This is an optimization exercise on Yosys and OpenROAD, whose aim is small area and a short achievable clock period, not a production implementation.
RTL that was checked went through simulation tests only; none was proved equivalent to the original.
No functional check of the RTL was part of run 1.
No activity file was given, so power comes from the tool's default toggle rates.

==> flow/design.v (outline; a module is shown in full before it is edited, if it fits) <==
// module fused_mult_top: 2038 lines
// module fm_reg: 9 lines
// module fm_fa: 10 lines
// module fm_ha: 9 lines
// module fm_hai: 9 lines
module fused_mult_top (
	input  logic                     clk,
	input  logic                     reset,
	input  fused_mult_pkg::operand_t a,
	input  fused_mult_pkg::operand_t b,
	input  logic                     a_sign,
	input  logic                     b_sign,
	input  fused_mult_pkg::mode_t    mode,
	output fused_mult_pkg::result_t  result
);
  // ...
==> flow/flow/run.sh <==
#!/bin/bash
# The standard layout (the standard.sh, unchanged synthesis and steps),
# with plain buf_2 cells as the port buffers instead of the resizer's
# default pick (a clock delay buffer).
export BUFFER_PORTS_ARGS="-buffer_cell sky130_fd_sc_hd__buf_2"
bash standard.sh > standard.log 2>&1
==> flow/standard.sh <==
#!/bin/bash
# synth_recipe.tcl (not shown) runs the flow's synth.tcl, then flattens the netlist and writes it again
# the make line also repeats each setting of config.mk as NAME=value (left out here)
make -C /OpenROAD-flow-scripts/flow DESIGN_CONFIG=/design/flow/config.mk WORK_HOME=/design/flow/orfs CLKGATE_MAP_FILE= SYNTH_SCRIPT=/design/flow/synth_recipe.tcl "${@:-finish}"
==> flow/config.mk <==
export PLATFORM = sky130hd
export DESIGN_NAME = fused_mult_top
export DESIGN_NICKNAME = fused_mult_top
export VERILOG_FILES = /design/flow/design.v
export SDC_FILE = /design/flow/constraint.sdc
export NUM_CORES = 4
export LEC_CHECK = 0
export CAP_MARGIN = 20
export CORE_MARGIN = 2
export CORE_UTILIZATION = 40
export PLACE_DENSITY = 0.6
export SETUP_SLACK_MARGIN = 5
export SLEW_MARGIN = 20
export SYNTH_HIERARCHICAL = 1
export SYNTH_MINIMUM_KEEP_SIZE = 0
==> flow/constraint.sdc <==
create_clock -name core_clock -period 11.0 [get_ports {clk}]
set_input_delay 2.2000 -clock core_clock [delete_from_list [all_inputs] [get_ports {clk}]]
set_output_delay 2.2000 -clock core_clock [all_outputs]
set_load 0.01 [all_outputs]
==> summary.txt, run 1 <==
* Post-CTS Repair Setup Buffers at 8
* NetSw at 0.00462 W
* PwrDens at 284 nW/µm²
* Total of clock buffers placed in the layout at 44
* Final Hold Fails at 0
* Dpl ws at 4.83 ns
* N_taps at 959
* Overall Global Routing Usage at 27.0%
* Worst hold path class: reg -> reg
* Total placed cells including tap cells at 3691
* Critical Path End Type: output pin
* Status: no timing/DRC/antenna violations
* Mux share of post-synthesis cell area at 4.13%
* CTS Hold Bufs at 0
* Skew-Pair Late Insertion Delay at 0.59 ns
* Largest delay contributor family on the critical path: adder cells
* CTS Buf Count at 35
* Slew @ Worst Pin at 1.13 ns
* Synth-to-layout area growth at 10.4%
* CORE AREA at 73200 µm²
* Max cap viols at 0
* Highest routed metal layer: met4
* Root Buffer: clkbuf_16
* Vias per inst at 5.81
* Worst r2r src: aq[35]
* Syn_area_per_cell at 10.8 µm²
* #FFs+latches synth at 311
* Worst path slowest cell: fa_1
* ANT cells at 0
* Max clock buf depth at 3
* Clock sinks at 311
* Core Rows at 99
* Simple-gate share of the synthesized area at 17.4%
==> inputs of run 2 (changes only) <==
--- a/flow/design.v
+++ b/flow/design.v
@@ -1598,458 +1598,502 @@
 	wire x1092 = (k864 & cq4[3]);
 	wire x1093 = (k866 & cq4[3]);
 	wire x1094 = (k867 & cq4[3]);
 	wire s1095, k1095;
 	fm_fa u_fa1095 (.a(x1028), .b(x868), .c(x1062), .s(s1095), .co(k1095));
 	wire s1096, k1096;
 	fm_fa u_fa1096 (.a(x885), .b(s1095), .c(x902), .s(s1096), .co(k1096));
 	wire s1097, k1097;
-	fm_ha u_ha1097 (.a(x956), .b(x929), .s(s1097), .co(k1097));
+	fm_fa u_fa1097 (.a(x956), .b(x929), .c(x992), .s(s1097), .co(k1097));
 	wire s1098, k1098;
 	fm_fa u_fa1098 (.a(x1029), .b(x869), .c(x1063), .s(s1098), .co(k1098));
 	wire s1099, k1099;
 	fm_fa u_fa1099 (.a(x886), .b(k1095), .c(s1098), .s(s1099), .co(k1099));
 	wire s1100, k1100;
-	fm_fa u_fa1100 (.a(k1097), .b(x903), .c(x957), .s(s1100), .co(k1100));
+	fm_fa u_fa1100 (.a(x903), .b(x957), .c(x930), .s(s1100), .co(k1100));
 	wire s1101, k1101;
-	fm_fa u_fa1101 (.a(x930), .b(x993), .c(k1096), .s(s1101), .co(k1101));
+	fm_fa u_fa1101 (.a(x993), .b(k1096), .c(k1097), .s(s1101), .co(k1101));
 	wire s1102, k1102;
-	fm_fa u_fa1102 (.a(x1030), .b(x870), .c(x1064), .s(s1102), .co(k1102));
+	fm_ha u_ha1102 (.a(s1099), .b(s1100), .s(s1102), .co(k1102));
 	wire s1103, k1103;
-	fm_fa u_fa1103 (.a(x887), .b(k1098), .c(s1102), .s(s1103), .co(k1103));
+	fm_fa u_fa1103 (.a(x1030), .b(x870), .c(x1064), .s(s1103), .co(k1103));
 	wire s1104, k1104;
-	fm_fa u_fa1104 (.a(x904), .b(x958), .c(x931), .s(s1104), .co(k1104));
+	fm_fa u_fa1104 (.a(x887), .b(k1098), .c(s1103), .s(s1104), .co(k1104));
 	wire s1105, k1105;
-	fm_fa u_fa1105 (.a(x994), .b(k1099), .c(k1100), .s(s1105), .co(k1105));
+	fm_fa u_fa1105 (.a(x904), .b(x958), .c(x931), .s(s1105), .co(k1105));
 	wire s1106, k1106;
-	fm_ha u_ha1106 (.a(k1101), .b(s1103), .s(s1106), .co(k1106));
+	fm_fa u_fa1106 (.a(x994), .b(k1099), .c(k1100), .s(s1106), .co(k1106));
 	wire s1107, k1107;
-	fm_fa u_fa1107 (.a(x1031), .b(x871), .c(x1065), .s(s1107), .co(k1107));
+	fm_fa u_fa1107 (.a(k1101), .b(s1104), .c(k1102), .s(s1107), .co(k1107));
 	wire s1108, k1108;
-	fm_fa u_fa1108 (.a(x888), .b(k1102), .c(x905), .s(s1108), .co(k1108));
+	fm_ha u_ha1108 (.a(s1105), .b(s1106), .s(s1108), .co(k1108));
 	wire s1109, k1109;
-	fm_fa u_fa1109 (.a(x959), .b(s1107), .c(k1103), .s(s1109), .co(k1109));
+	fm_fa u_fa1109 (.a(x1031), .b(x871), .c(x1065), .s(s1109), .co(k1109));
 	wire s1110, k1110;
-	fm_fa u_fa1110 (.a(x932), .b(x995), .c(k1104), .s(s1110), .co(k1110));
+	fm_fa u_fa1110 (.a(x888), .b(k1103), .c(x905), .s(s1110), .co(k1110));
 	wire s1111, k1111;
-	fm_fa u_fa1111 (.a(k1105), .b(k1106), .c(s1108), .s(s1111), .co(k1111));
+	fm_fa u_fa1111 (.a(x959), .b(s1109), .c(k1104), .s(s1111), .co(k1111));
 	wire s1112, k1112;
-	fm_fa u_fa1112 (.a(cq1[6]), .b(x1032), .c(x872), .s(s1112), .co(k1112));
+	fm_fa u_fa1112 (.a(x932), .b(x995), .c(k1105), .s(s1112), .co(k1112));
 	wire s1113, k1113;
-	fm_fa u_fa1113 (.a(x1066), .b(x889), .c(k1107), .s(s1113), .co(k1113));
+	fm_fa u_fa1113 (.a(k1106), .b(s1110), .c(s1111), .s(s1113), .co(k1113));
 	wire s1114, k1114;
-	fm_fa u_fa1114 (.a(s1112), .b(x906), .c(x960), .s(s1114), .co(k1114));
+	fm_fa u_fa1114 (.a(k1107), .b(k1108), .c(s1112), .s(s1114), .co(k1114));
 	wire s1115, k1115;
-	fm_fa u_fa1115 (.a(k1108), .b(s1113), .c(x933), .s(s1115), .co(k1115));
+	fm_fa u_fa1115 (.a(cq1[6]), .b(x1032), .c(x872), .s(s1115), .co(k1115));
 	wire s1116, k1116;
-	fm_fa u_fa1116 (.a(x996), .b(k1109), .c(k1110), .s(s1116), .co(k1116));
+	fm_fa u_fa1116 (.a(x1066), .b(x889), .c(k1109), .s(s1116), .co(k1116));
 	wire s1117, k1117;
-	fm_ha u_ha1117 (.a(s1114), .b(k1111), .s(s1117), .co(k1117));
+	fm_fa u_fa1117 (.a(s1115), .b(x906), .c(x960), .s(s1117), .co(k1117));
 	wire s1118, k1118;
-	fm_fa u_fa1118 (.a(cq0[27]), .b(x1033), .c(x873), .s(s1118), .co(k1118));
+	fm_fa u_fa1118 (.a(k1110), .b(s1116), .c(x933), .s(s1118), .co(k1118));
 	wire s1119, k1119;
-	fm_fa u_fa1119 (.a(x1067), .b(x890), .c(k1112), .s(s1119), .co(k1119));
+	fm_fa u_fa1119 (.a(x996), .b(k1111), .c(k1112), .s(s1119), .co(k1119));
 	wire s1120, k1120;
-	fm_fa u_fa1120 (.a(s1118), .b(x907), .c(x961), .s(s1120), .co(k1120));
+	fm_fa u_fa1120 (.a(s1117), .b(s1118), .c(k1113), .s(s1120), .co(k1120));
 	wire s1121, k1121;
-	fm_fa u_fa1121 (.a(k1113), .b(s1119), .c(k1114), .s(s1121), .co(k1121));
+	fm_ha u_ha1121 (.a(s1119), .b(k1114), .s(s1121), .co(k1121));
 	wire s1122, k1122;
-	fm_fa u_fa1122 (.a(x934), .b(x997), .c(k1115), .s(s1122), .co(k1122));
+	fm_fa u_fa1122 (.a(cq0[27]), .b(x1033), .c(x873), .s(s1122), .co(k1122));
 	wire s1123, k1123;
-	fm_fa u_fa1123 (.a(s1120), .b(k1117), .c(k1116), .s(s1123), .co(k1123));
+	fm_fa u_fa1123 (.a(x1067), .b(x890), .c(k1115), .s(s1123), .co(k1123));
 	wire s1124, k1124;
-	fm_fa u_fa1124 (.a(cq0[28]), .b(x1034), .c(x874), .s(s1124), .co(k1124));
+	fm_fa u_fa1124 (.a(s1122), .b(x907), .c(x961), .s(s1124), .co(k1124));
 	wire s1125, k1125;
-	fm_fa u_fa1125 (.a(x1068), .b(x891), .c(s1124), .s(s1125), .co(k1125));
+	fm_fa u_fa1125 (.a(k1116), .b(s1123), .c(k1117), .s(s1125), .co(k1125));
 	wire s1126, k1126;
-	fm_fa u_fa1126 (.a(k1118), .b(k1119), .c(x908), .s(s1126), .co(k1126));
+	fm_fa u_fa1126 (.a(x934), .b(x997), .c(k1118), .s(s1126), .co(k1126));
 	wire s1127, k1127;
-	fm_fa u_fa1127 (.a(x962), .b(s1125), .c(x935), .s(s1127), .co(k1127));
+	fm_fa u_fa1127 (.a(s1124), .b(k1119), .c(s1125), .s(s1127), .co(k1127));
 	wire s1128, k1128;
-	fm_fa u_fa1128 (.a(x998), .b(k1120), .c(s1126), .s(s1128), .co(k1128));
+	fm_fa u_fa1128 (.a(s1126), .b(k1120), .c(k1121), .s(s1128), .co(k1128));
 	wire s1129, k1129;
-	fm_fa u_fa1129 (.a(k1121), .b(s1127), .c(k1122), .s(s1129), .co(k1129));
+	fm_fa u_fa1129 (.a(cq0[28]), .b(x1034), .c(x874), .s(s1129), .co(k1129));
 	wire s1130, k1130;
-	fm_fa u_fa1130 (.a(cq0[29]), .b(x1035), .c(x875), .s(s1130), .co(k1130));
+	fm_fa u_fa1130 (.a(x1068), .b(x891), .c(s1129), .s(s1130), .co(k1130));
 	wire s1131, k1131;
-	fm_fa u_fa1131 (.a(x1069), .b(x892), .c(s1130), .s(s1131), .co(k1131));
+	fm_fa u_fa1131 (.a(k1122), .b(k1123), .c(x908), .s(s1131), .co(k1131));
 	wire s1132, k1132;
-	fm_fa u_fa1132 (.a(k1124), .b(x909), .c(x936), .s(s1132), .co(k1132));
+	fm_fa u_fa1132 (.a(x962), .b(s1130), .c(x935), .s(s1132), .co(k1132));
 	wire s1133, k1133;
-	fm_fa u_fa1133 (.a(x963), .b(x999), .c(s1131), .s(s1133), .co(k1133));
+	fm_fa u_fa1133 (.a(x998), .b(k1124), .c(s1131), .s(s1133), .co(k1133));
 	wire s1134, k1134;
-	fm_fa u_fa1134 (.a(k1125), .b(k1126), .c(s1132), .s(s1134), .co(k1134));
+	fm_fa u_fa1134 (.a(k1125), .b(s1132), .c(k1126), .s(s1134), .co(k1134));
 	wire s1135, k1135;
-	fm_fa u_fa1135 (.a(s1133), .b(k1127), .c(k1128), .s(s1135), .co(k1135));
+	fm_fa u_fa1135 (.a(s1133), .b(k1127), .c(s1134), .s(s1135), .co(k1135));
 	wire s1136, k1136;
-	fm_fa u_fa1136 (.a(cq0[30]), .b(x1036), .c(x876), .s(s1136), .co(k1136));
+	fm_fa u_fa1136 (.a(cq0[29]), .b(x1035), .c(x875), .s(s1136), .co(k1136));
 	wire s1137, k1137;
-	fm_fa u_fa1137 (.a(x1070), .b(x893), .c(k1130), .s(s1137), .co(k1137));
+	fm_fa u_fa1137 (.a(x1069), .b(x892), .c(s1136), .s(s1137), .co(k1137));
 	wire s1138, k1138;
-	fm_fa u_fa1138 (.a(s1136), .b(x910), .c(x964), .s(s1138), .co(k1138));
+	fm_fa u_fa1138 (.a(k1129), .b(x909), .c(x936), .s(s1138), .co(k1138));
 	wire s1139, k1139;
-	fm_fa u_fa1139 (.a(x1000), .b(x937), .c(k1131), .s(s1139), .co(k1139));
+	fm_fa u_fa1139 (.a(x963), .b(x999), .c(s1137), .s(s1139), .co(k1139));
 	wire s1140, k1140;
-	fm_fa u_fa1140 (.a(s1137), .b(k1132), .c(s1138), .s(s1140), .co(k1140));
+	fm_fa u_fa1140 (.a(k1130), .b(k1131), .c(s1138), .s(s1140), .co(k1140));
 	wire s1141, k1141;
-	fm_fa u_fa1141 (.a(k1133), .b(s1139), .c(s1140), .s(s1141), .co(k1141));
+	fm_fa u_fa1141 (.a(s1139), .b(k1132), .c(k1133), .s(s1141), .co(k1141));
 	wire s1142, k1142;
-	fm_fa u_fa1142 (.a(cq0[31]), .b(x1037), .c(x877), .s(s1142), .co(k1142));
+	fm_fa u_fa1142 (.a(s1140), .b(k1134), .c(s1141), .s(s1142), .co(k1142));
 	wire s1143, k1143;
-	fm_fa u_fa1143 (.a(x1071), .b(x894), .c(k1136), .s(s1143), .co(k1143));
+	fm_fa u_fa1143 (.a(cq0[30]), .b(x1036), .c(x876), .s(s1143), .co(k1143));
 	wire s1144, k1144;
-	fm_fa u_fa1144 (.a(s1142), .b(x911), .c(x965), .s(s1144), .co(k1144));
+	fm_fa u_fa1144 (.a(x1070), .b(x893), .c(k1136), .s(s1144), .co(k1144));
 	wire s1145, k1145;
-	fm_fa u_fa1145 (.a(k1137), .b(s1143), .c(x1001), .s(s1145), .co(k1145));
+	fm_fa u_fa1145 (.a(s1143), .b(x910), .c(x964), .s(s1145), .co(k1145));
 	wire s1146, k1146;
-	fm_fa u_fa1146 (.a(x938), .b(k1138), .c(s1144), .s(s1146), .co(k1146));
+	fm_fa u_fa1146 (.a(x1000), .b(x937), .c(k1137), .s(s1146), .co(k1146));
 	wire s1147, k1147;
-	fm_fa u_fa1147 (.a(k1139), .b(s1145), .c(s1146), .s(s1147), .co(k1147));
+	fm_fa u_fa1147 (.a(s1144), .b(k1138), .c(s1145), .s(s1147), .co(k1147));
 	wire s1148, k1148;
-	fm_fa u_fa1148 (.a(cq0[32]), .b(x1038), .c(x878), .s(s1148), .co(k1148));
+	fm_fa u_fa1148 (.a(k1139), .b(s1146), .c(s1147), .s(s1148), .co(k1148));
 	wire s1149, k1149;
-	fm_fa u_fa1149 (.a(k1142), .b(x1072), .c(x895), .s(s1149), .co(k1149));
+	fm_fa u_fa1149 (.a(k1140), .b(s1148), .c(k1141), .s(s1149), .co(k1149));
 	wire s1150, k1150;
-	fm_fa u_fa1150 (.a(s1148), .b(k1143), .c(x912), .s(s1150), .co(k1150));
+	fm_fa u_fa1150 (.a(cq0[31]), .b(x1037), .c(x877), .s(s1150), .co(k1150));
 	wire s1151, k1151;
-	fm_fa u_fa1151 (.a(x966), .b(s1149), .c(k1144), .s(s1151), .co(k1151));
+	fm_fa u_fa1151 (.a(x1071), .b(x894), .c(k1143), .s(s1151), .co(k1151));
 	wire s1152, k1152;
-	fm_fa u_fa1152 (.a(x1002), .b(x939), .c(k1145), .s(s1152), .co(k1152));
+	fm_fa u_fa1152 (.a(s1150), .b(x911), .c(x965), .s(s1152), .co(k1152));
 	wire s1153, k1153;
-	fm_fa u_fa1153 (.a(s1150), .b(k1146), .c(s1151), .s(s1153), .co(k1153));
+	fm_fa u_fa1153 (.a(k1144), .b(s1151), .c(x1001), .s(s1153), .co(k1153));
 	wire s1154, k1154;
-	fm_fa u_fa1154 (.a(cq0[33]), .b(x1039), .c(x879), .s(s1154), .co(k1154));
+	fm_fa u_fa1154 (.a(x938), .b(k1145), .c(s1152), .s(s1154), .co(k1154));
 	wire s1155, k1155;
-	fm_fa u_fa1155 (.a(x1073), .b(x896), .c(k1148), .s(s1155), .co(k1155));
+	fm_fa u_fa1155 (.a(k1146), .b(s1153), .c(s1154), .s(s1155), .co(k1155));
 	wire s1156, k1156;
-	fm_fa u_fa1156 (.a(s1154), .b(k1149), .c(x913), .s(s1156), .co(k1156));
+	fm_fa u_fa1156 (.a(k1147), .b(s1155), .c(k1148), .s(s1156), .co(k1156));
 	wire s1157, k1157;
-	fm_fa u_fa1157 (.a(x967), .b(s1155), .c(k1150), .s(s1157), .co(k1157));
+	fm_fa u_fa1157 (.a(cq0[32]), .b(x1038), .c(x878), .s(s1157), .co(k1157));
 	wire s1158, k1158;
-	fm_fa u_fa1158 (.a(x1003), .b(x940), .c(k1151), .s(s1158), .co(k1158));
+	fm_fa u_fa1158 (.a(k1150), .b(x1072), .c(x895), .s(s1158), .co(k1158));
 	wire s1159, k1159;
-	fm_fa u_fa1159 (.a(s1156), .b(k1152), .c(s1157), .s(s1159), .co(k1159));
+	fm_fa u_fa1159 (.a(s1157), .b(k1151), .c(x912), .s(s1159), .co(k1159));
 	wire s1160, k1160;
-	fm_fa u_fa1160 (.a(cq0[34]), .b(x1040), .c(x880), .s(s1160), .co(k1160));
+	fm_fa u_fa1160 (.a(x966), .b(s1158), .c(k1152), .s(s1160), .co(k1160));
 	wire s1161, k1161;
-	fm_fa u_fa1161 (.a(x1074), .b(x897), .c(s1160), .s(s1161), .co(k1161));
+	fm_fa u_fa1161 (.a(x1002), .b(x939), .c(k1153), .s(s1161), .co(k1161));
 	wire s1162, k1162;
-	fm_fa u_fa1162 (.a(k1154), .b(k1155), .c(x914), .s(s1162), .co(k1162));
+	fm_fa u_fa1162 (.a(s1159), .b(k1154), .c(s1160), .s(s1162), .co(k1162));
 	wire s1163, k1163;
-	fm_fa u_fa1163 (.a(x968), .b(s1161), .c(x1004), .s(s1163), .co(k1163));
+	fm_fa u_fa1163 (.a(s1161), .b(k1155), .c(s1162), .s(s1163), .co(k1163));
 	wire s1164, k1164;
-	fm_fa u_fa1164 (.a(x941), .b(k1156), .c(s1162), .s(s1164), .co(k1164));
+	fm_fa u_fa1164 (.a(cq0[33]), .b(x1039), .c(x879), .s(s1164), .co(k1164));
 	wire s1165, k1165;
-	fm_fa u_fa1165 (.a(k1157), .b(s1163), .c(k1158), .s(s1165), .co(k1165));
+	fm_fa u_fa1165 (.a(x1073), .b(x896), .c(k1157), .s(s1165), .co(k1165));
 	wire s1166, k1166;
-	fm_fa u_fa1166 (.a(cq0[34]), .b(x1041), .c(x881), .s(s1166), .co(k1166));
+	fm_fa u_fa1166 (.a(s1164), .b(k1158), .c(x913), .s(s1166), .co(k1166));
 	wire s1167, k1167;
-	fm_fa u_fa1167 (.a(x1075), .b(x898), .c(s1166), .s(s1167), .co(k1167));
+	fm_fa u_fa1167 (.a(x967), .b(s1165), .c(k1159), .s(s1167), .co(k1167));
 	wire s1168, k1168;
-	fm_fa u_fa1168 (.a(k1160), .b(x1005), .c(x915), .s(s1168), .co(k1168));
+	fm_fa u_fa1168 (.a(x1003), .b(x940), .c(k1160), .s(s1168), .co(k1168));
 	wire s1169, k1169;
-	fm_fa u_fa1169 (.a(x942), .b(x969), .c(s1167), .s(s1169), .co(k1169));
+	fm_fa u_fa1169 (.a(s1166), .b(k1161), .c(s1167), .s(s1169), .co(k1169));
 	wire s1170, k1170;
-	fm_fa u_fa1170 (.a(k1161), .b(k1162), .c(s1168), .s(s1170), .co(k1170));
+	fm_fa u_fa1170 (.a(s1168), .b(k1162), .c(s1169), .s(s1170), .co(k1170));
 	wire s1171, k1171;
-	fm_fa u_fa1171 (.a(s1169), .b(k1163), .c(k1164), .s(s1171), .co(k1171));
+	fm_fa u_fa1171 (.a(cq0[34]), .b(x1040), .c(x880), .s(s1171), .co(k1171));
 	wire s1172, k1172;
-	fm_fa u_fa1172 (.a(cq0[34]), .b(x1042), .c(x882), .s(s1172), .co(k1172));
+	fm_fa u_fa1172 (.a(x1074), .b(x897), .c(s1171), .s(s1172), .co(k1172));
 	wire s1173, k1173;
-	fm_fa u_fa1173 (.a(x1076), .b(x899), .c(s1172), .s(s1173), .co(k1173));
+	fm_fa u_fa1173 (.a(k1164), .b(k1165), .c(x914), .s(s1173), .co(k1173));
 	wire s1174, k1174;
-	fm_fa u_fa1174 (.a(k1166), .b(s1173), .c(x916), .s(s1174), .co(k1174));
+	fm_fa u_fa1174 (.a(x968), .b(s1172), .c(x1004), .s(s1174), .co(k1174));
 	wire s1175, k1175;
-	fm_fa u_fa1175 (.a(x970), .b(x1006), .c(x943), .s(s1175), .co(k1175));
+	fm_fa u_fa1175 (.a(x941), .b(k1166), .c(s1173), .s(s1175), .co(k1175));
 	wire s1176, k1176;
-	fm_fa u_fa1176 (.a(k1167), .b(k1168), .c(s1174), .s(s1176), .co(k1176));
+	fm_fa u_fa1176 (.a(k1167), .b(s1174), .c(k1168), .s(s1176), .co(k1176));
 	wire s1177, k1177;
 	fm_fa u_fa1177 (.a(s1175), .b(k1169), .c(s1176), .s(s1177), .co(k1177));
 	wire s1178, k1178;
-	fm_fa u_fa1178 (.a(cq0[34]), .b(x1043), .c(x883), .s(s1178), .co(k1178));
+	fm_fa u_fa1178 (.a(cq0[34]), .b(x1041), .c(x881), .s(s1178), .co(k1178));
 	wire s1179, k1179;
-	fm_fa u_fa1179 (.a(x1077), .b(x900), .c(s1178), .s(s1179), .co(k1179));
+	fm_fa u_fa1179 (.a(x1075), .b(x898), .c(s1178), .s(s1179), .co(k1179));
 	wire s1180, k1180;
-	fm_fa u_fa1180 (.a(k1172), .b(s1179), .c(x917), .s(s1180), .co(k1180));
+	fm_fa u_fa1180 (.a(k1171), .b(x1005), .c(x915), .s(s1180), .co(k1180));
 	wire s1181, k1181;
-	fm_fa u_fa1181 (.a(x971), .b(k1173), .c(x1007), .s(s1181), .co(k1181));
+	fm_fa u_fa1181 (.a(x942), .b(x969), .c(s1179), .s(s1181), .co(k1181));
 	wire s1182, k1182;
-	fm_fa u_fa1182 (.a(x944), .b(s1180), .c(k1174), .s(s1182), .co(k1182));
+	fm_fa u_fa1182 (.a(k1172), .b(k1173), .c(s1180), .s(s1182), .co(k1182));
 	wire s1183, k1183;
-	fm_fa u_fa1183 (.a(k1175), .b(s1181), .c(s1182), .s(s1183), .co(k1183));
+	fm_fa u_fa1183 (.a(s1181), .b(k1174), .c(k1175), .s(s1183), .co(k1183));
 	wire s1184, k1184;
-	fm_fa u_fa1184 (.a(cq0[34]), .b(x1044), .c(x884), .s(s1184), .co(k1184));
+	fm_fa u_fa1184 (.a(s1182), .b(k1176), .c(s1183), .s(s1184), .co(k1184));
 	wire s1185, k1185;
-	fm_fa u_fa1185 (.a(s1184), .b(x1078), .c(x901), .s(s1185), .co(k1185));
+	fm_fa u_fa1185 (.a(cq0[34]), .b(x1042), .c(x882), .s(s1185), .co(k1185));
 	wire s1186, k1186;
-	fm_fa u_fa1186 (.a(s1185), .b(k1178), .c(x972), .s(s1186), .co(k1186));
+	fm_fa u_fa1186 (.a(x1076), .b(x899), .c(s1185), .s(s1186), .co(k1186));
 	wire s1187, k1187;
-	fm_fa u_fa1187 (.a(k1179), .b(x918), .c(x1008), .s(s1187), .co(k1187));
+	fm_fa u_fa1187 (.a(k1178), .b(s1186), .c(x916), .s(s1187), .co(k1187));
 	wire s1188, k1188;
-	fm_fa u_fa1188 (.a(x945), .b(s1186), .c(s1187), .s(s1188), .co(k1188));
+	fm_fa u_fa1188 (.a(x970), .b(x1006), .c(x943), .s(s1188), .co(k1188));
 	wire s1189, k1189;
-	fm_fa u_fa1189 (.a(k1180), .b(k1181), .c(s1188), .s(s1189), .co(k1189));
+	fm_fa u_fa1189 (.a(k1179), .b(k1180), .c(s1187), .s(s1189), .co(k1189));
 	wire s1190, k1190;
-	fm_fa u_fa1190 (.a(cq0[35]), .b(k1184), .c(x973), .s(s1190), .co(k1190));
+	fm_fa u_fa1190 (.a(s1188), .b(k1181), .c(s1189), .s(s1190), .co(k1190));
 	wire s1191, k1191;
-	fm_fa u_fa1191 (.a(k1185), .b(s1190), .c(x1009), .s(s1191), .co(k1191));
+	fm_fa u_fa1191 (.a(k1182), .b(s1190), .c(k1183), .s(s1191), .co(k1191));
 	wire s1192, k1192;
-	fm_fa u_fa1192 (.a(s1191), .b(k1186), .c(x919), .s(s1192), .co(k1192));
+	fm_fa u_fa1192 (.a(cq0[34]), .b(x1043), .c(x883), .s(s1192), .co(k1192));
 	wire s1193, k1193;
-	fm_fa u_fa1193 (.a(x946), .b(k1187), .c(s1192), .s(s1193), .co(k1193));
+	fm_fa u_fa1193 (.a(x1077), .b(x900), .c(s1192), .s(s1193), .co(k1193));
 	wire s1194, k1194;
-	fm_fa u_fa1194 (.a(cq0[36]), .b(x1010), .c(x974), .s(s1194), .co(k1194));
+	fm_fa u_fa1194 (.a(k1185), .b(s1193), .c(x917), .s(s1194), .co(k1194));
 	wire s1195, k1195;
-	fm_fa u_fa1195 (.a(s1194), .b(k1190), .c(k1191), .s(s1195), .co(k1195));
+	fm_fa u_fa1195 (.a(x971), .b(k1186), .c(x1007), .s(s1195), .co(k1195));
 	wire s1196, k1196;
-	fm_fa u_fa1196 (.a(x920), .b(s1195), .c(x947), .s(s1196), .co(k1196));
+	fm_fa u_fa1196 (.a(x944), .b(s1194), .c(k1187), .s(s1196), .co(k1196));
 	wire s1197, k1197;
-	fm_fa u_fa1197 (.a(cq0[34]), .b(x975), .c(k1194), .s(s1197), .co(k1197));
+	fm_fa u_fa1197 (.a(k1188), .b(s1195), .c(s1196), .s(s1197), .co(k1197));
 	wire s1198, k1198;
-	fm_fa u_fa1198 (.a(x1011), .b(s1197), .c(k1195), .s(s1198), .co(k1198));
+	fm_fa u_fa1198 (.a(k1189), .b(s1197), .c(k1190), .s(s1198), .co(k1198));
 	wire s1199, k1199;
-	fm_ha u_ha1199 (.a(x921), .b(x948), .s(s1199), .co(k1199));
+	fm_fa u_fa1199 (.a(cq0[34]), .b(x1044), .c(x884), .s(s1199), .co(k1199));
 	wire s1200, k1200;
-	fm_fa u_fa1200 (.a(cq0[36]), .b(x976), .c(x1012), .s(s1200), .co(k1200));
+	fm_fa u_fa1200 (.a(s1199), .b(x1078), .c(x901), .s(s1200), .co(k1200));
 	wire s1201, k1201;
-	fm_fa u_fa1201 (.a(k1197), .b(s1200), .c(x922), .s(s1201), .co(k1201));
+	fm_fa u_fa1201 (.a(s1200), .b(k1192), .c(x972), .s(s1201), .co(k1201));
 	wire s1202, k1202;
-	fm_ha u_ha1202 (.a(k1198), .b(k1199), .s(s1202), .co(k1202));
+	fm_fa u_fa1202 (.a(k1193), .b(x918), .c(x1008), .s(s1202), .co(k1202));
 	wire s1203, k1203;
-	fm_fa u_fa1203 (.a(cq0[36]), .b(x977), .c(k1200), .s(s1203), .co(k1203));
+	fm_fa u_fa1203 (.a(x945), .b(s1201), .c(s1202), .s(s1203), .co(k1203));
 	wire s1204, k1204;
-	fm_fa u_fa1204 (.a(x1013), .b(s1203), .c(x923), .s(s1204), .co(k1204));
+	fm_fa u_fa1204 (.a(k1194), .b(k1195), .c(s1203), .s(s1204), .co(k1204));
 	wire s1205, k1205;
-	fm_ha u_ha1205 (.a(x950), .b(k1201), .s(s1205), .co(k1205));
+	fm_fa u_fa1205 (.a(k1196), .b(s1204), .c(k1197), .s(s1205), .co(k1205));
 	wire s1206, k1206;
-	fm_fa u_fa1206 (.a(cq0[36]), .b(x978), .c(x1014), .s(s1206), .co(k1206));
+	fm_fa u_fa1206 (.a(cq0[35]), .b(k1199), .c(x973), .s(s1206), .co(k1206));
 	wire s1207, k1207;
-	fm_fa u_fa1207 (.a(k1203), .b(s1206), .c(x924), .s(s1207), .co(k1207));
+	fm_fa u_fa1207 (.a(k1200), .b(s1206), .c(x1009), .s(s1207), .co(k1207));
 	wire s1208, k1208;
-	fm_ha u_ha1208 (.a(x951), .b(k1204), .s(s1208), .co(k1208));
+	fm_fa u_fa1208 (.a(s1207), .b(k1201), .c(x919), .s(s1208), .co(k1208));
 	wire s1209, k1209;
-	fm_fa u_fa1209 (.a(cq0[36]), .b(x979), .c(x1015), .s(s1209), .co(k1209));
+	fm_fa u_fa1209 (.a(x946), .b(k1202), .c(s1208), .s(s1209), .co(k1209));
 	wire s1210, k1210;
-	fm_fa u_fa1210 (.a(k1206), .b(s1209), .c(x925), .s(s1210), .co(k1210));
+	fm_fa u_fa1210 (.a(k1203), .b(s1209), .c(k1204), .s(s1210), .co(k1210));
 	wire s1211, k1211;
-	fm_ha u_ha1211 (.a(x952), .b(k1207), .s(s1211), .co(k1211));
+	fm_fa u_fa1211 (.a(cq0[36]), .b(x1010), .c(x974), .s(s1211), .co(k1211));
 	wire s1212, k1212;
-	fm_fa u_fa1212 (.a(cq0[36]), .b(x980), .c(x1016), .s(s1212), .co(k1212));
+	fm_fa u_fa1212 (.a(s1211), .b(k1206), .c(k1207), .s(s1212), .co(k1212));
 	wire s1213, k1213;
-	fm_fa u_fa1213 (.a(k1209), .b(x926), .c(s1212), .s(s1213), .co(k1213));
+	fm_fa u_fa1213 (.a(x920), .b(s1212), .c(x947), .s(s1213), .co(k1213));
 	wire s1214, k1214;
-	fm_ha u_ha1214 (.a(x953), .b(s1213), .s(s1214), .co(k1214));
+	fm_fa u_fa1214 (.a(k1208), .b(s1213), .c(k1209), .s(s1214), .co(k1214));
 	wire s1215, k1215;
-	fm_fa u_fa1215 (.a(cq0[36]), .b(x927), .c(x981), .s(s1215), .co(k1215));
+	fm_fa u_fa1215 (.a(cq0[34]), .b(x975), .c(k1211), .s(s1215), .co(k1215));
 	wire s1216, k1216;
-	fm_fa u_fa1216 (.a(x1017), .b(x954), .c(k1212), .s(s1216), .co(k1216));
+	fm_fa u_fa1216 (.a(x1011), .b(s1215), .c(k1212), .s(s1216), .co(k1216));
 	wire s1217, k1217;
-	fm_ha u_ha1217 (.a(s1215), .b(k1213), .s(s1217), .co(k1217));
+	fm_fa u_fa1217 (.a(x921), .b(x948), .c(k1213), .s(s1217), .co(k1217));
 	wire s1218, k1218;
-	fm_fa u_fa1218 (.a(cq0[37]), .b(x928), .c(x955), .s(s1218), .co(k1218));
+	fm_ha u_ha1218 (.a(s1216), .b(s1217), .s(s1218), .co(k1218));
 	wire s1219, k1219;
-	fm_fa u_fa1219 (.a(s1218), .b(x982), .c(x1018), .s(s1219), .co(k1219));
+	fm_fa u_fa1219 (.a(cq0[36]), .b(x976), .c(x1012), .s(s1219), .co(k1219));
 	wire s1220, k1220;
-	fm_ha u_ha1220 (.a(k1215), .b(k1216), .s(s1220), .co(k1220));
+	fm_fa u_fa1220 (.a(k1215), .b(s1219), .c(x922), .s(s1220), .co(k1220));
 	wire s1221, k1221;
-	fm_fa u_fa1221 (.a(cq0[36]), .b(x1045), .c(k1218), .s(s1221), .co(k1221));
+	fm_fa u_fa1221 (.a(k1216), .b(x949), .c(s1220), .s(s1221), .co(k1221));
 	wire s1222, k1222;
-	fm_fa u_fa1222 (.a(x983), .b(s1221), .c(x1019), .s(s1222), .co(k1222));
+	fm_ha u_ha1222 (.a(k1217), .b(k1218), .s(s1222), .co(k1222));
 	wire s1223, k1223;
-	fm_fa u_fa1223 (.a(cq0[36]), .b(x1046), .c(x1079), .s(s1223), .co(k1223));
+	fm_fa u_fa1223 (.a(cq0[36]), .b(x977), .c(k1219), .s(s1223), .co(k1223));
 	wire s1224, k1224;
-	fm_fa u_fa1224 (.a(s1223), .b(k1221), .c(x984), .s(s1224), .co(k1224));
+	fm_fa u_fa1224 (.a(x1013), .b(s1223), .c(x923), .s(s1224), .co(k1224));
 	wire s1225, k1225;
-	fm_fa u_fa1225 (.a(cq0[36]), .b(x1047), .c(x1080), .s(s1225), .co(k1225));
+	fm_fa u_fa1225 (.a(x950), .b(k1220), .c(s1224), .s(s1225), .co(k1225));
 	wire s1226, k1226;
-	fm_fa u_fa1226 (.a(k1223), .b(s1225), .c(x985), .s(s1226), .co(k1226));
+	fm_ha u_ha1226 (.a(k1221), .b(s1225), .s(s1226), .co(k1226));
 	wire s1227, k1227;
-	fm_fa u_fa1227 (.a(cq0[36]), .b(x1048), .c(x1081), .s(s1227), .co(k1227));
+	fm_fa u_fa1227 (.a(cq0[36]), .b(x978), .c(x1014), .s(s1227), .co(k1227));
 	wire s1228, k1228;
-	fm_fa u_fa1228 (.a(k1225), .b(s1227), .c(x986), .s(s1228), .co(k1228));
+	fm_fa u_fa1228 (.a(k1223), .b(s1227), .c(x924), .s(s1228), .co(k1228));
 	wire s1229, k1229;
-	fm_fa u_fa1229 (.a(cq0[36]), .b(x1049), .c(x1082), .s(s1229), .co(k1229));
+	fm_fa u_fa1229 (.a(x951), .b(k1224), .c(s1228), .s(s1229), .co(k1229));
 	wire s1230, k1230;
-	fm_fa u_fa1230 (.a(k1227), .b(s1229), .c(x1023), .s(s1230), .co(k1230));
+	fm_ha u_ha1230 (.a(k1225), .b(s1229), .s(s1230), .co(k1230));
 	wire s1231, k1231;
-	fm_fa u_fa1231 (.a(cq0[36]), .b(x1050), .c(x1083), .s(s1231), .co(k1231));
+	fm_fa u_fa1231 (.a(cq0[36]), .b(x979), .c(x1015), .s(s1231), .co(k1231));
 	wire s1232, k1232;
-	fm_fa u_fa1232 (.a(k1229), .b(s1231), .c(x988), .s(s1232), .co(k1232));
+	fm_fa u_fa1232 (.a(k1227), .b(s1231), .c(x925), .s(s1232), .co(k1232));
 	wire s1233, k1233;
-	fm_fa u_fa1233 (.a(cq0[36]), .b(x1051), .c(x1084), .s(s1233), .co(k1233));
+	fm_fa u_fa1233 (.a(x952), .b(k1228), .c(s1232), .s(s1233), .co(k1233));
 	wire s1234, k1234;
-	fm_fa u_fa1234 (.a(k1231), .b(s1233), .c(x989), .s(s1234), .co(k1234));
+	fm_ha u_ha1234 (.a(s1233), .b(k1229), .s(s1234), .co(k1234));
 	wire s1235, k1235;
-	fm_fa u_fa1235 (.a(cq0[36]), .b(x1052), .c(x1085), .s(s1235), .co(k1235));
+	fm_fa u_fa1235 (.a(cq0[36]), .b(x980), .c(x1016), .s(s1235), .co(k1235));
 	wire s1236, k1236;
-	fm_fa u_fa1236 (.a(k1233), .b(x990), .c(s1235), .s(s1236), .co(k1236));
+	fm_fa u_fa1236 (.a(k1231), .b(x926), .c(s1235), .s(s1236), .co(k1236));
 	wire s1237, k1237;
-	fm_fa u_fa1237 (.a(cq0[36]), .b(x991), .c(x1053), .s(s1237), .co(k1237));
+	fm_fa u_fa1237 (.a(x953), .b(s1236), .c(k1232), .s(s1237), .co(k1237));
 	wire s1238, k1238;
-	fm_fa u_fa1238 (.a(x1027), .b(x1086), .c(k1235), .s(s1238), .co(k1238));
+	fm_ha u_ha1238 (.a(s1237), .b(k1233), .s(s1238), .co(k1238));
 	wire s1239, k1239;
-	fm_fa u_fa1239 (.a(cq0[36]), .b(x1054), .c(x1087), .s(s1239), .co(k1239));
+	fm_fa u_fa1239 (.a(cq0[36]), .b(x927), .c(x981), .s(s1239), .co(k1239));
 	wire s1240, k1240;
-	fm_ha u_ha1240 (.a(cq0[36]), .b(x1055), .s(s1240), .co(k1240));
+	fm_fa u_fa1240 (.a(x1017), .b(x954), .c(k1235), .s(s1240), .co(k1240));
 	wire s1241, k1241;
-	fm_ha u_ha1241 (.a(cq0[36]), .b(x1056), .s(s1241), .co(k1241));
+	fm_fa u_fa1241 (.a(s1239), .b(k1236), .c(s1240), .s(s1241), .co(k1241));
 	wire s1242, k1242;
-	fm_ha u_ha1242 (.a(cq0[36]), .b(x1057), .s(s1242), .co(k1242));
+	fm_ha u_ha1242 (.a(s1241), .b(k1237), .s(s1242), .co(k1242));
 	wire s1243, k1243;
-	fm_ha u_ha1243 (.a(cq0[36]), .b(x1058), .s(s1243), .co(k1243));
+	fm_fa u_fa1243 (.a(cq0[37]), .b(x928), .c(x955), .s(s1243), .co(k1243));
 	wire s1244, k1244;
-	fm_ha u_ha1244 (.a(cq0[36]), .b(x1059), .s(s1244), .co(k1244));
+	fm_fa u_fa1244 (.a(s1243), .b(x982), .c(x1018), .s(s1244), .co(k1244));
 	wire s1245, k1245;
-	fm_ha u_ha1245 (.a(cq0[36]), .b(x1060), .s(s1245), .co(k1245));
+	fm_fa u_fa1245 (.a(k1239), .b(k1240), .c(s1244), .s(s1245), .co(k1245));
 	wire s1246, k1246;
-	fm_ha u_ha1246 (.a(cq0[36]), .b(x1061), .s(s1246), .co(k1246));
-	logic [44:0] row_d [3];
-	assign row_d[0][0] = x992;
+	fm_ha u_ha1246 (.a(k1241), .b(s1245), .s(s1246), .co(k1246));
+	wire s1247, k1247;
+	fm_fa u_fa1247 (.a(cq0[36]), .b(x1045), .c(k1243), .s(s1247), .co(k1247));
+	wire s1248, k1248;
+	fm_fa u_fa1248 (.a(x983), .b(s1247), .c(x1019), .s(s1248), .co(k1248));
+	wire s1249, k1249;
+	fm_fa u_fa1249 (.a(k1244), .b(s1248), .c(k1245), .s(s1249), .co(k1249));
+	wire s1250, k1250;
+	fm_fa u_fa1250 (.a(cq0[36]), .b(x1046), .c(x1079), .s(s1250), .co(k1250));
+	wire s1251, k1251;
+	fm_fa u_fa1251 (.a(s1250), .b(k1247), .c(x984), .s(s1251), .co(k1251));
+	wire s1252, k1252;
+	fm_fa u_fa1252 (.a(x1020), .b(k1248), .c(s1251), .s(s1252), .co(k1252));
+	wire s1253, k1253;
+	fm_fa u_fa1253 (.a(cq0[36]), .b(x1047), .c(x1080), .s(s1253), .co(k1253));
+	wire s1254, k1254;
+	fm_fa u_fa1254 (.a(k1250), .b(s1253), .c(x985), .s(s1254), .co(k1254));
+	wire s1255, k1255;
+	fm_fa u_fa1255 (.a(k1251), .b(x1021), .c(s1254), .s(s1255), .co(k1255));
+	wire s1256, k1256;
+	fm_fa u_fa1256 (.a(cq0[36]), .b(x1048), .c(x1081), .s(s1256), .co(k1256));
+	wire s1257, k1257;
+	fm_fa u_fa1257 (.a(k1253), .b(s1256), .c(x986), .s(s1257), .co(k1257));
+	wire s1258, k1258;
+	fm_fa u_fa1258 (.a(x1022), .b(k1254), .c(s1257), .s(s1258), .co(k1258));
+	wire s1259, k1259;
+	fm_fa u_fa1259 (.a(cq0[36]), .b(x1049), .c(x1082), .s(s1259), .co(k1259));
+	wire s1260, k1260;
+	fm_fa u_fa1260 (.a(k1256), .b(s1259), .c(x1023), .s(s1260), .co(k1260));
+	wire s1261, k1261;
+	fm_fa u_fa1261 (.a(x987), .b(k1257), .c(s1260), .s(s1261), .co(k1261));
+	wire s1262, k1262;
+	fm_fa u_fa1262 (.a(cq0[36]), .b(x1050), .c(x1083), .s(s1262), .co(k1262));
+	wire s1263, k1263;
+	fm_fa u_fa1263 (.a(k1259), .b(s1262), .c(x988), .s(s1263), .co(k1263));
+	wire s1264, k1264;
+	fm_fa u_fa1264 (.a(x1024), .b(k1260), .c(s1263), .s(s1264), .co(k1264));
+	wire s1265, k1265;
+	fm_fa u_fa1265 (.a(cq0[36]), .b(x1051), .c(x1084), .s(s1265), .co(k1265));
+	wire s1266, k1266;
+	fm_fa u_fa1266 (.a(k1262), .b(s1265), .c(x989), .s(s1266), .co(k1266));
+	wire s1267, k1267;
+	fm_fa u_fa1267 (.a(x1025), .b(s1266), .c(k1263), .s(s1267), .co(k1267));
+	wire s1268, k1268;
+	fm_fa u_fa1268 (.a(cq0[36]), .b(x1052), .c(x1085), .s(s1268), .co(k1268));
+	wire s1269, k1269;
+	fm_fa u_fa1269 (.a(k1265), .b(x990), .c(s1268), .s(s1269), .co(k1269));
+	wire s1270, k1270;
+	fm_fa u_fa1270 (.a(x1026), .b(s1269), .c(k1266), .s(s1270), .co(k1270));
+	wire s1271, k1271;
+	fm_fa u_fa1271 (.a(cq0[36]), .b(x991), .c(x1053), .s(s1271), .co(k1271));
+	wire s1272, k1272;
+	fm_fa u_fa1272 (.a(x1027), .b(x1086), .c(k1268), .s(s1272), .co(k1272));
+	wire s1273, k1273;
+	fm_fa u_fa1273 (.a(s1271), .b(k1269), .c(s1272), .s(s1273), .co(k1273));
+	wire s1274, k1274;
+	fm_fa u_fa1274 (.a(cq0[36]), .b(x1054), .c(x1087), .s(s1274), .co(k1274));
+	wire s1275, k1275;
+	fm_fa u_fa1275 (.a(k1271), .b(k1272), .c(s1274), .s(s1275), .co(k1275));
+	wire s1276, k1276;
+	fm_fa u_fa1276 (.a(cq0[36]), .b(x1055), .c(x1088), .s(s1276), .co(k1276));
+	wire s1277, k1277;
+	fm_ha u_ha1277 (.a(k1274), .b(s1276), .s(s1277), .co(k1277));
+	wire s1278, k1278;
+	fm_fa u_fa1278 (.a(cq0[36]), .b(x1056), .c(x1089), .s(s1278), .co(k1278));
+	wire s1279, k1279;
+	fm_ha u_ha1279 (.a(s1278), .b(k1276), .s(s1279), .co(k1279));
+	wire s1280, k1280;
+	fm_fa u_fa1280 (.a(cq0[36]), .b(x1057), .c(x1090), .s(s1280), .co(k1280));
+	wire s1281, k1281;
+	fm_ha u_ha1281 (.a(s1280), .b(k1278), .s(s1281), .co(k1281));
+	wire s1282, k1282;
+	fm_fa u_fa1282 (.a(cq0[36]), .b(x1058), .c(x1091), .s(s1282), .co(k1282));
+	wire s1283, k1283;
+	fm_ha u_ha1283 (.a(s1282), .b(k1280), .s(s1283), .co(k1283));
+	wire s1284, k1284;
+	fm_fa u_fa1284 (.a(cq0[36]), .b(x1059), .c(x1092), .s(s1284), .co(k1284));
+	wire s1285, k1285;
+	fm_ha u_ha1285 (.a(s1284), .b(k1282), .s(s1285), .co(k1285));
+	wire s1286, k1286;
+	fm_fa u_fa1286 (.a(cq0[36]), .b(x1060), .c(x1093), .s(s1286), .co(k1286));
+	wire s1287, k1287;
+	fm_ha u_ha1287 (.a(s1286), .b(k1284), .s(s1287), .co(k1287));
+	wire s1288, k1288;
+	fm_fa u_fa1288 (.a(cq0[36]), .b(x1061), .c(x1094), .s(s1288), .co(k1288));
+	wire s1289, k1289;
+	fm_ha u_ha1289 (.a(s1288), .b(k1286), .s(s1289), .co(k1289));
+	wire s1290, k1290;
+	fm_ha u_ha1290 (.a(cq0[38]), .b(k1288), .s(s1290), .co(k1290));
+	logic [44:0] row_d [2];
+	assign row_d[0][0] = s1096;
 	assign row_d[1][0] = s1097;
-	assign row_d[2][0] = s1096;
-	assign row_d[0][1] = s1099;
-	assign row_d[1][1] = s1100;
-	assign row_d[2][1] = s1101;
-	assign row_d[0][2] = s1104;
-	assign row_d[1][2] = s1105;
-	assign row_d[2][2] = s1106;
-	assign row_d[0][3] = s1109;
-	assign row_d[1][3] = s1110;
-	assign row_d[2][3] = s1111;
-	assign row_d[0][4] = s1115;
-	assign row_d[1][4] = s1117;
-	assign row_d[2][4] = s1116;
-	assign row_d[0][5] = s1121;
-	assign row_d[1][5] = s1122;
-	assign row_d[2][5] = s1123;
-	assign row_d[0][6] = s1128;
-	assign row_d[1][6] = k1123;
-	assign row_d[2][6] = s1129;
-	assign row_d[0][7] = s1134;
-	assign row_d[1][7] = k1129;
-	assign row_d[2][7] = s1135;
-	assign row_d[0][8] = k1134;
-	assign row_d[1][8] = s1141;
-	assign row_d[2][8] = k1135;
-	assign row_d[0][9] = k1140;
-	assign row_d[1][9] = s1147;
-	assign row_d[2][9] = k1141;
-	assign row_d[0][10] = s1152;
-	assign row_d[1][10] = k1147;
-	assign row_d[2][10] = s1153;
-	assign row_d[0][11] = s1158;
-	assign row_d[1][11] = k1153;
-	assign row_d[2][11] = s1159;
-	assign row_d[0][12] = s1164;
-	assign row_d[1][12] = k1159;
-	assign row_d[2][12] = s1165;
-	assign row_d[0][13] = s1170;
-	assign row_d[1][13] = k1165;
-	assign row_d[2][13] = s1171;
-	assign row_d[0][14] = k1170;
-	assign row_d[1][14] = s1177;
-	assign row_d[2][14] = k1171;
-	assign row_d[0][15] = k1176;
-	assign row_d[1][15] = s1183;
-	assign row_d[2][15] = k1177;
-	assign row_d[0][16] = k1182;
-	assign row_d[1][16] = s1189;
-	assign row_d[2][16] = k1183;
-	assign row_d[0][17] = k1188;
-	assign row_d[1][17] = s1193;
-	assign row_d[2][17] = k1189;
-	assign row_d[0][18] = k1192;
-	assign row_d[1][18] = s1196;
-	assign row_d[2][18] = k1193;
-	assign row_d[0][19] = k1196;
-	assign row_d[1][19] = s1198;
-	assign row_d[2][19] = s1199;
-	assign row_d[0][20] = x949;
-	assign row_d[1][20] = s1201;
-	assign row_d[2][20] = s1202;
-	assign row_d[0][21] = s1204;
-	assign row_d[1][21] = k1202;
-	assign row_d[2][21] = s1205;
-	assign row_d[0][22] = s1207;
-	assign row_d[1][22] = k1205;
-	assign row_d[2][22] = s1208;
-	assign row_d[0][23] = s1210;
-	assign row_d[1][23] = k1208;
-	assign row_d[2][23] = s1211;
-	assign row_d[0][24] = k1210;
-	assign row_d[1][24] = s1214;
-	assign row_d[2][24] = k1211;
-	assign row_d[0][25] = s1216;
-	assign row_d[1][25] = k1214;
-	assign row_d[2][25] = s1217;
-	assign row_d[0][26] = s1219;
-	assign row_d[1][26] = k1217;
-	assign row_d[2][26] = s1220;
-	assign row_d[0][27] = k1219;
-	assign row_d[1][27] = k1220;
-	assign row_d[2][27] = s1222;
-	assign row_d[0][28] = x1020;
-	assign row_d[1][28] = k1222;
-	assign row_d[2][28] = s1224;
-	assign row_d[0][29] = k1224;
-	assign row_d[1][29] = x1021;
-	assign row_d[2][29] = s1226;
-	assign row_d[0][30] = x1022;
-	assign row_d[1][30] = k1226;
-	assign row_d[2][30] = s1228;
-	assign row_d[0][31] = x987;
-	assign row_d[1][31] = k1228;
-	assign row_d[2][31] = s1230;
-	assign row_d[0][32] = x1024;
-	assign row_d[1][32] = k1230;
-	assign row_d[2][32] = s1232;
-	assign row_d[0][33] = x1025;
-	assign row_d[1][33] = s1234;
-	assign row_d[2][33] = k1232;
-	assign row_d[0][34] = x1026;
-	assign row_d[1][34] = s1236;
-	assign row_d[2][34] = k1234;
-	assign row_d[0][35] = s1237;
-	assign row_d[1][35] = k1236;
-	assign row_d[2][35] = s1238;
-	assign row_d[0][36] = k1237;
-	assign row_d[1][36] = k1238;
-	assign row_d[2][36] = s1239;
-	assign row_d[0][37] = s1240;
-	assign row_d[1][37] = x1088;
-	assign row_d[2][37] = k1239;
-	assign row_d[0][38] = k1240;
-	assign row_d[1][38] = x1089;
-	assign row_d[2][38] = s1241;
-	assign row_d[0][39] = x1090;
-	assign row_d[1][39] = s1242;
-	assign row_d[2][39] = k1241;
-	assign row_d[0][40] = x1091;
-	assign row_d[1][40] = s1243;
-	assign row_d[2][40] = k1242;
-	assign row_d[0][41] = x1092;
-	assign row_d[1][41] = s1244;
-	assign row_d[2][41] = k1243;
-	assign row_d[0][42] = s1245;
-	assign row_d[1][42] = x1093;
-	assign row_d[2][42] = k1244;
-	assign row_d[0][43] = s1246;
-	assign row_d[1][43] = x1094;
-	assign row_d[2][43] = k1245;
-	assign row_d[0][44] = cq0[38];
-	assign row_d[1][44] = k1246;
-	assign row_d[2][44] = 1'b0;
-	logic [44:0] row_q [3];
+	assign row_d[0][1] = s1101;
+	assign row_d[1][1] = s1102;
+	assign row_d[0][2] = s1107;
+	assign row_d[1][2] = s1108;
+	assign row_d[0][3] = s1113;
+	assign row_d[1][3] = s1114;
+	assign row_d[0][4] = s1120;
+	assign row_d[1][4] = s1121;
+	assign row_d[0][5] = s1127;
+	assign row_d[1][5] = s1128;
+	assign row_d[0][6] = k1128;
+	assign row_d[1][6] = s1135;
+	assign row_d[0][7] = k1135;
+	assign row_d[1][7] = s1142;
+	assign row_d[0][8] = k1142;
+	assign row_d[1][8] = s1149;
+	assign row_d[0][9] = s1156;
+	assign row_d[1][9] = k1149;
+	assign row_d[0][10] = s1163;
+	assign row_d[1][10] = k1156;
+	assign row_d[0][11] = k1163;
+	assign row_d[1][11] = s1170;
+	assign row_d[0][12] = k1170;
+	assign row_d[1][12] = s1177;
+	assign row_d[0][13] = k1177;
+	assign row_d[1][13] = s1184;
+	assign row_d[0][14] = k1184;
+	assign row_d[1][14] = s1191;
+	assign row_d[0][15] = s1198;
+	assign row_d[1][15] = k1191;
+	assign row_d[0][16] = s1205;
+	assign row_d[1][16] = k1198;
+	assign row_d[0][17] = s1210;
+	assign row_d[1][17] = k1205;
+	assign row_d[0][18] = s1214;
+	assign row_d[1][18] = k1210;
+	assign row_d[0][19] = k1214;
+	assign row_d[1][19] = s1218;
+	assign row_d[0][20] = s1221;
+	assign row_d[1][20] = s1222;
+	assign row_d[0][21] = k1222;
+	assign row_d[1][21] = s1226;
+	assign row_d[0][22] = k1226;
+	assign row_d[1][22] = s1230;
+	assign row_d[0][23] = k1230;
+	assign row_d[1][23] = s1234;
+	assign row_d[0][24] = s1238;
+	assign row_d[1][24] = k1234;
+	assign row_d[0][25] = s1242;
+	assign row_d[1][25] = k1238;
+	assign row_d[0][26] = k1242;
+	assign row_d[1][26] = s1246;
+	assign row_d[0][27] = k1246;
+	assign row_d[1][27] = s1249;
+	assign row_d[0][28] = k1249;
+	assign row_d[1][28] = s1252;
+	assign row_d[0][29] = k1252;
+	assign row_d[1][29] = s1255;
+	assign row_d[0][30] = k1255;
+	assign row_d[1][30] = s1258;
+	assign row_d[0][31] = k1258;
+	assign row_d[1][31] = s1261;
+	assign row_d[0][32] = s1264;
+	assign row_d[1][32] = k1261;
+	assign row_d[0][33] = s1267;
+	assign row_d[1][33] = k1264;
+	assign row_d[0][34] = s1270;
+	assign row_d[1][34] = k1267;
+	assign row_d[0][35] = s1273;
+	assign row_d[1][35] = k1270;
+	assign row_d[0][36] = k1273;
+	assign row_d[1][36] = s1275;
+	assign row_d[0][37] = k1275;
+	assign row_d[1][37] = s1277;
+	assign row_d[0][38] = k1277;
+	assign row_d[1][38] = s1279;
+	assign row_d[0][39] = k1279;
+	assign row_d[1][39] = s1281;
+	assign row_d[0][40] = s1283;
+	assign row_d[1][40] = k1281;
+	assign row_d[0][41] = s1285;
+	assign row_d[1][41] = k1283;
+	assign row_d[0][42] = s1287;
+	assign row_d[1][42] = k1285;
+	assign row_d[0][43] = s1289;
+	assign row_d[1][43] = k1287;
+	assign row_d[0][44] = s1290;
+	assign row_d[1][44] = k1289;
+	logic [44:0] row_q [2];
+	logic zero_q;
 	always_ff @(posedge clk) begin
-		for (int r = 0; r < 3; r++)
-			row_q[r] <= (reset || rst_q) ? '0 : row_d[r];
+		zero_q <= reset | rst_q;
+		for (int r = 0; r < 2; r++) row_q[r] <= row_d[r];
 	end
-	wire [44:0] sum_o = row_q[0] + row_q[1] + row_q[2];
-	assign result = sum_o;
+	wire [44:0] sum_o = row_q[0] + row_q[1];
+	assign result = sum_o & {45{~zero_q}};
 endmodule
 module fm_reg #(
 	parameter int W = 1
 ) (
 	input  logic         clk,
 	input  logic [W-1:0] d,
 	output logic [W-1:0] q
 );
==> flow/config.mk (replaced) <==
export PLATFORM = sky130hd
export DESIGN_NAME = fused_mult_top
export DESIGN_NICKNAME = fused_mult_top
export VERILOG_FILES = /design/flow/design.v
export SDC_FILE = /design/flow/constraint.sdc
export NUM_CORES = 4
export LEC_CHECK = 0
export CAP_MARGIN = 20
export CORE_MARGIN = 2
export CORE_UTILIZATION = 40
export CTS_CLUSTER_DIAMETER = 100
export CTS_CLUSTER_SIZE = 30
export PLACE_DENSITY = 0.6
export SETUP_SLACK_MARGIN = 5
export SLEW_MARGIN = 20
export SYNTH_HIERARCHICAL = 1
export SYNTH_MINIMUM_KEEP_SIZE = 0
==> summary.txt, run 2 <==
* Count leader, synth: fa_1 (unchanged)
* Antenna violations before repair at 1 (was 3)
* Routability-driven placement congestion ratio at 0.979 (was 0.968)
* WHS at 0.426 ns (was 0.420 ns)
* Most used flip-flop cell after synthesis: dfxtp_1 (unchanged)
* Critical path class: reg -> out (unchanged)
* Critical Path End Type: output pin (unchanged)
* Syn_area_per_cell at 10.4 µm² (was 10.8 µm²)
* I/O pin count at 159 (unchanged)
* Final min period at 5.97 ns (was 6.03 ns)
* Nets at 3514 (was 3525)
* Sequential-to-total area share from yosys stat at 18.9% (was 21.0%)
* CTS Hold Bufs at 0 (unchanged)
* Biggest regs: row_q x90, aq x54, bq x54 (was row_q x134, aq x54, bq x54)
* Die ar. at 73100 µm² (was 76400 µm²)
* Root Buffer: clkbuf_16 (unchanged)
* Final Hold Fails at 0 (unchanged)
* Synth-to-layout area growth at 10.6% (was 10.4%)
* Final wirelength at 106000 µm (was 104000 µm)
* FF/Latch Area at 5670 µm² (was 6290 µm²)
* Vias in the first global route at 22562 (was 22958)
* Worst Path Arrival at 3.77 ns (was 3.83 ns)
* RSZ-0062 raised after global routing: true (unchanged)
* EDFF count, synth at 0 (unchanged)
* Routed vias at 21885 (was 21939)
* DRT iter0 DRCs at 2124 (was 2110)
* Post-route insts no fill at 3727 (was 3774)
* CTS tree: yes (unchanged)
* Slew @ Worst Pin at 1.08 ns (was 1.13 ns)
* Layout cells sized above 1 at 16.4% (was 14.3%)
* Skew-Pair Late Insertion Delay at 0.55 ns (was 0.59 ns)
* Largest register FFs at 90 (was 134)
* PwrDens at 337 nW/µm² (was 284 nW/µm²)
* Synthesized cell area at 28400 µm² (was 29700 µm²)
* Max cap viols at 0 (unchanged)
* Clk_skew at 0.0234 ns (was 0.0375 ns)
* Synth cell count leaders: fa_1 (526), dfxtp_1 (268), and3_1 (267) (was fa_1 (527), dfxtp_1 (311), and3_1 (282))
* I/O Buffers at 158 (unchanged)
* Synth warn at 15 (unchanged)
* Total placed cells including tap cells at 3657 (was 3691)
* Clock sinks at 268 (was 311)
* Status: no timing/DRC/antenna violations (unchanged)
* Worst-path clk slew at 0.10 ns (was 0.07 ns)
* Grt total ovfl at 0 (unchanged)
* Core Rows at 97 (was 99)
* Footprint of the multi-input gates at 22400 µm² (was 22900 µm²)
* Slew Limit Fails at 0 (unchanged)
* Cells after Synth at 2718 (was 2740)
* DRT Pass-1 Iters at 6 (was 8)
* Routed len/inst at 28.4 µm (was 27.6 µm)
* Synthesized Nets at 3455 (was 3476)
* Starting density of the core at 40.4% (was 40.6%)
* First-pass GRT wire length at 152000 µm (was 153000 µm)
* Largest area contributor in the synthesized netlist: fa_1 (unchanged)
* CORE AREA at 70100 µm² (was 73200 µm²)
* Vias per inst at 5.87 (was 5.81)
* Fillers at 6668 (was 6827)
* Commonest cells after routing, fill and taps aside: fa_1 (498), and3_1 (267), nand2_1 (236) (was fa_1 (526), and3_1 (282), dfxtp_1 (266))
* LEAKAGE at 14.3 nW (was 15.1 nW)
* Maximum vdd drop at 0.315 mV (was 0.268 mV)
* Max clock buf depth at 3 (unchanged)
* Commonest non-fill, non-tap cell in the layout: fa_1 (unchanged)
* CP required at 8.80 ns (about the same)
* FFs w/ async S/R, synth at 0% (unchanged)
* DRC errors left at 0 (unchanged)
* Relative slew slack at 27.8% (was 24.3%)
* Overall Global Routing Usage at 28.1% (was 27.0%)
* Main area contributors after synthesis: fa_1 (37%), dfxtp_1 (19%), xnor2_1 (7.1%) (was fa_1 (36%), dfxtp_1 (21%), xnor2_1 (7.0%))
* Worst-path fanout max at 4 (was 3)
* Tcrit/Tclk final at 54.3% (was 54.8%)
* Pin count of the biggest net entering global routing at 106 (was 116)
* CTS H-tree depth at 1 (was 2)
* #FFs+latches synth at 268 (was 311)
* Distinct cells, synth at 62 (was 72)
* CTS Buf Count at 17 (was 35)
* Worst hold path class: reg -> reg (unchanged)
* Area fraction of the dominant cell type after synthesis at 37.1% (was 35.5%)
* Final setup TNS at 0 ns (unchanged)
* CP startpoint kind: register (unchanged)
* Post-DP HPWL at 83900 µm (was 83200 µm)
* FMAX at 168 MHz (was 166 MHz)
* Biggest register: row_q (unchanged)
* Die Y at 270 µm (was 276 µm)
* Die Wd at 270 µm (was 276 µm)
* # setup viols final at 0 (unchanged)
* Post-route ant nets at 0 (unchanged)
run 2: cell count changes in the layout (fill, tap and decap cells not counted), sizes merged, moves of 8 or more:
cell	change
and2	-99
nand2	+96
dfxtp	-43
nor2	+39
clkbuf	-22
mux2	-18
and3	-15
buf	+15
a21oi	+11
inv	-8
xnor2	-8
run 2: final cells by class:
cell class	count	share of cell area (%)
Antenna cell	1	0.00798
Timing Repair Buffer	214	4.27
Tap cell	940	3.75
Clock inverter	10	0.598
Multi-Input combinational cell	2245	71.5
Inverter	31	0.371
Sequential cell	268	18.1
Clock buffer	18	1.40
run 2: where the power goes:
group	total [W]	switching [W]	internal, W	leakage, nW
Clock	0.000739	0.000413	0.000326	0.294
Combinational	0.00829	0.00477	0.00352	11.8
Sequential	0.00156	0.000249	0.00131	2.27
Total	0.0106	0.00543	0.00515	14.3
run 2: kinds of logic (layout without fill, tap and decap cells):
family | Yosys count | after routing | share of synthesized area, %
AOI/OAI and AO/OA | 347 | 347 | 8.26
buffers and inverters | 205 | 273 | 2.73
adders and majority gates | 623 | 623 | 41.4
DFF | 268 | 268 | 18.9
and+or+nand+nor | 967 | 967 | 17.7
muxes | 67 | 67 | 3.61
other | 0 | 1 | 0
xor gates and xnor gates | 241 | 241 | 7.44
run 2: final timing paths:
check | startpoint | endpoint | slack (ns) | cells after the start
worst max-delay path | row_q[0][0] | result[44] | 5.03 | 12
worst min-delay path | rst_q | zero_q | 0.43 | 1
worst max register to register | bq[11] | row_q[1][12] | 5.07 | 13
worst min register to register | rst_q | zero_q | 0.43 | 1
run 2: timing repair:
| item | 4_1_cts | 5_1_grt |
|---|---|---|
| gates resized for setup | 122 | 124 |
| pin swaps | 1 | 24 |
| setup endpoints to repair | 29 | 31 |
| setup buffers | 2 | 38 |
run 2: per-layer routing:
layer	part of all wire (%)	wire length, µm	vias to the layer above	global-route usage [%]
li1	-	-	9364	-
met1	42	44100	11103	38.6
met2	45	47700	1203	44.8
met3	8.1	8620	215	4.24
met4	5.0	5280	0	10.7
met5	0	0	-	0
run 2: critical path, stage by stage, from the launching register on:
cell and delay [ns]:
dfxtp_2 0.36, ha_4 0.13, inv_2 0.04, fa_2 0.34, and2b_2 0.24, o211ai_1 0.21
a211o_1 0.40, a21oi_2 0.22, o211ai_1 0.31, a2111oi_4 0.54, o21ai_1 0.15, o31ai_2 0.09
buf_2 0.20
run 2: per-stage QoR:
stage | util [%] | setup WS (ns) | area, µm² | total power (W)
after floorplan | - | 5.00 | 28400 | 0.00642
after global placement | 42.5 | 4.50 | 29800 | 0.00938
after detailed placement | 42.5 | 4.45 | 29800 | 0.00957
after CTS | 43.7 | 4.95 | 30700 | 0.0104
after global routing | 44.7 | 4.90 | 31400 | 0.0114
final | 44.7 | 5.03 | 31400 | 0.0106
run 2: per-module statistics from Yosys (local to each module, per instance), excerpt:
module	cell area [µm²]	flip-flops and latches
fused_mult_top	15800	200
fm_fa	20.0	0
fm_ha	12.5	0

-- re-timing with driven ports --
The flow's constraints put no driver on any port. The routed layouts listed below were extracted and timed again, unchanged, in two steps. Step 1 (the two cells are an assumption about what drives the block):
set clk [get_ports {clk}]
set_driving_cell -lib_cell sky130_fd_sc_hd__clkbuf_16 $clk
set_driving_cell -lib_cell sky130_fd_sc_hd__buf_2 [delete_from_list [all_inputs] $clk]
Step 2 adds t to the input delays and takes it off the output delays; t is the mean of the earliest and latest rising clock arrival at the registers after step 1. Input paths then give back, and output paths get back, about the clock's delay inside the block. Slacks: no drivers / after step 1 / after step 2; pairs: no drivers / after step 1.
run | t (ns) | slack for setup (ns) | worst hold slack (ns)
run 1 | 0.635 | 4.971 / 4.906 / 5.093 | 0.420 / 0.420 / 0.420
run 2 | 0.601 | 5.032 / 4.972 / 5.071 | 0.426 / 0.426 / 0.426
After both steps setup and hold are still met in every run listed.
